Context: an optimization exercise on an open-source flow, tuned for small area and a short achievable clock period. The choices shown serve that exercise and are no tape-out recipe.
Function was checked by simulation only, so behaviour that the tests miss may differ from the original.
Power is estimated from default activity; no workload was simulated.

## build 42
Design rv_core_top, start of the top module:
module rv_core_top (
    input  logic        clk,
    input  logic        rst_n,
    input  logic        halt,
    output logic [31:0] imem_addr,
    input  logic [31:0] imem_data,
    output logic        dmem_read_wrn,
    output logic [15:0] dmem_addr,
    output logic [31:0] dmem_wdata,
    input  logic [31:0] dmem_rdata,
    output logic        instr_retired,
    output logic        breakpoint_fired,
    output logic        finish_exec
);
    localparam logic [2:0] C_NONE  = 3'b000;    
    localparam logic [2:0] C_OTHER = 3'b001;    
    localparam logic [2:0] C_FIN   = 3'b010;    
    localparam logic [2:0] C_BRK   = 3'b011;    
    localparam logic [2:0] C_REG   = 3'b100;
    localparam logic [2:0] C_IMM   = 3'b101;
    localparam logic [2:0] C_LOAD  = 3'b110;
    localparam logic [2:0] C_STORE = 3'b111;
    wire run = !halt;
    logic [31:2] pc;
    always_ff @(posedge clk or negedge rst_n) begin
        if (!rst_n) pc <= '0;
        else        pc <= pc + {29'd0, run};
    end
    assign imem_addr = {pc, 2'b00};
    logic [2:0] cls_f;
    always_comb begin
        case (imem_data[6:0])
            7'b011_0011: cls_f = C_REG;
            7'b001_0011: cls_f = C_IMM;
            7'b000_0011: cls_f = C_LOAD;
            7'b010_0011: cls_f = C_STORE;
            7'b111_0011: begin
                if (imem_data[14:12] == 3'b000 && imem_data[31:20] == 12'd1)      cls_f = C_BRK;
                else if (imem_data[14:12] == 3'b000 && imem_data[31:20] == 12'd0) cls_f = C_FIN;
                else                                                               cls_f = C_OTHER;
            end
            default:     cls_f = (imem_data == 32'd0) ? C_NONE : C_OTHER;
        endcase
    end
    logic [2:0]  cls_d;
    logic [31:7] ir;
    logic [31:1] s1oh, s2oh;
    always_ff @(posedge clk or negedge rst_n) begin
        if (!rst_n)   cls_d <= C_NONE;
        else if (run) cls_d <= cls_f;
    end
    always_ff @(posedge clk) begin
        if (run) begin
            ir  <= imem_data[31:7];
  ...
Size: ~150 I/O pins, ~60000 sq um of cells after synthesis.
clock: 5.0 ns
lec_check: 0
cap_margin: 20
core_margin: 2
core_utilization: 48
cts_cluster_diameter: 80
cts_cluster_size: 24
place_density: 0.6
setup_slack_margin: 2.9
slew_margin: 20
synth_hierarchical: 1
synth_minimum_keep_size: 0
run.sh (not shown) runs the stock make flow with config.mk's settings and CLKGATE_MAP_FILE= SYNTH_SCRIPT=/design/flow/synth_recipe.tcl, a recipe that flattens the netlist after the stock synthesis.
Inputs modified between build 42 and build 34:
Settings: a change of PLACE_DENSITY from 0.6 to 0.65; a change of SETUP_SLACK_MARGIN from 2.9 to 2.6; a change of CORE_UTILIZATION from 48 to 55.
==> summary.txt <==
Relative to build 42, number of cells on the critical path has decreased by 3 in build 34. Diff build 42 -> build 34: number of cells in the finished layout apart from fillers shrank by 381, worst slack at placement went up by 0.062 ns, internal power went down 55 uW, worst setup margin fell 0.068 ns.
Input-level comparison between build 22 and build 34:
Settings: swapping 0.65 for 0.6 in PLACE_DENSITY; swapping 55 for 48 in CORE_UTILIZATION.
--- outcome ---
Changes observed in build 22 relative to build 34: overall routed net length now larger; wire length of the first global-routing pass now larger; cell area after placement now larger.
Comparing build 22 with build 34, the worst setup slack came out essentially unchanged.
Going from build 34 to build 22, the post-route total power was found to have gone down by 1.1%.
Area growth from synthesis to final layout sits higher in build 22 than in build 34.
Build 22 ended up with met5 as its uppermost metal layer occupied by signal nets; build 34 ended up with met4.
Delta(overall die width, build 22 - build 34) > 0
> inputs changed (build 22 -> build 77)
Settings: changing SETUP_SLACK_MARGIN from 2.6 to 2.7.
### Flow results
Compared with build 22, in build 77 sequential cell area share decreased by 0.24 points relative to the old numbers; post-cts repair resize count shows an increase of about 140%. On clock power, build 22 tracks build 77 almost exactly. Per the comparison of build 77 with build 22, number of standard cells in the final layout excluding fillers now larger; timing-limited maximum frequency higher.
#### Input delta (build 39 over build 77)
Settings: a change of SETUP_SLACK_MARGIN from 2.7 to 2.8.
Notes after the runs:
| minimum setup slack in the final design | higher: build 39 |. Compared with build 77, build 39 shows core utilization higher by 0.35 points. A worst setup path startpoint of dmem_read_wrn$_DFFE_PN1N_ is what build 77 shows, while opa[7]$_DFFE_PN_ belongs to build 39. Part of the power in combinational logic: build 39 vs build 77 up 0.2 points. Between build 77 and build 39, final clock period utilization by the worst path is lower for build 39, build 77 comes in above that. On final routed wirelength across all metal layers, build 77 and build 39 are neck and neck. On setup skew after layout, build 39 tracks build 77 almost exactly. On synthesis-to-layout area growth: between build 77 and build 39, it ends up lower for build 77. Delta (build 39 minus build 77): worst hold slack ~0 delta, cell area now larger.

-- afterwards: timing with drivers on the ports --
How much do the figures lean on ideal ports? The routed layouts below were timed once more, with nothing changed but the port constraints.
Step 1 (the two cells are an assumption about what drives the block):
set clk [get_ports {clk}]
set_driving_cell -lib_cell sky130_fd_sc_hd__clkbuf_16 $clk
set_driving_cell -lib_cell sky130_fd_sc_hd__buf_2 [delete_from_list [all_inputs] $clk]
Step 2 times the ports against the registers' clock, not the clock port: input delays grow and output delays shrink by t, the midpoint of the rising clock arrivals with the driver on.
Slacks: no drivers / after step 1 / after step 2; pairs: no drivers / after step 1.
run | t, ns | setup slack, ns | worst setup path at the end | clock arrival spread, ns | cell pins on the clock port's net
build 42 | 0.746 | 2.644 / 2.603 / 2.279 | input to register | 0.033 / 0.032 | 1
build 34 | 0.744 | 2.576 / 2.568 / 1.982 | input to register | 0.041 / 0.042 | 1
build 22 | 0.748 | 2.579 / 2.524 / 2.002 | input to register | 0.036 / 0.036 | 1
build 77 | 0.746 | 2.603 / 2.524 / 2.010 | input to register | 0.037 / 0.037 | 1
build 39 | 0.748 | 2.624 / 2.552 / 2.123 | input to register | 0.037 / 0.036 | 1
After both steps every run listed still meets setup and hold. For build 34, which loses most, drivers alone change the setup slack by -0.008 ns; drivers and shift together by -0.594 ns.
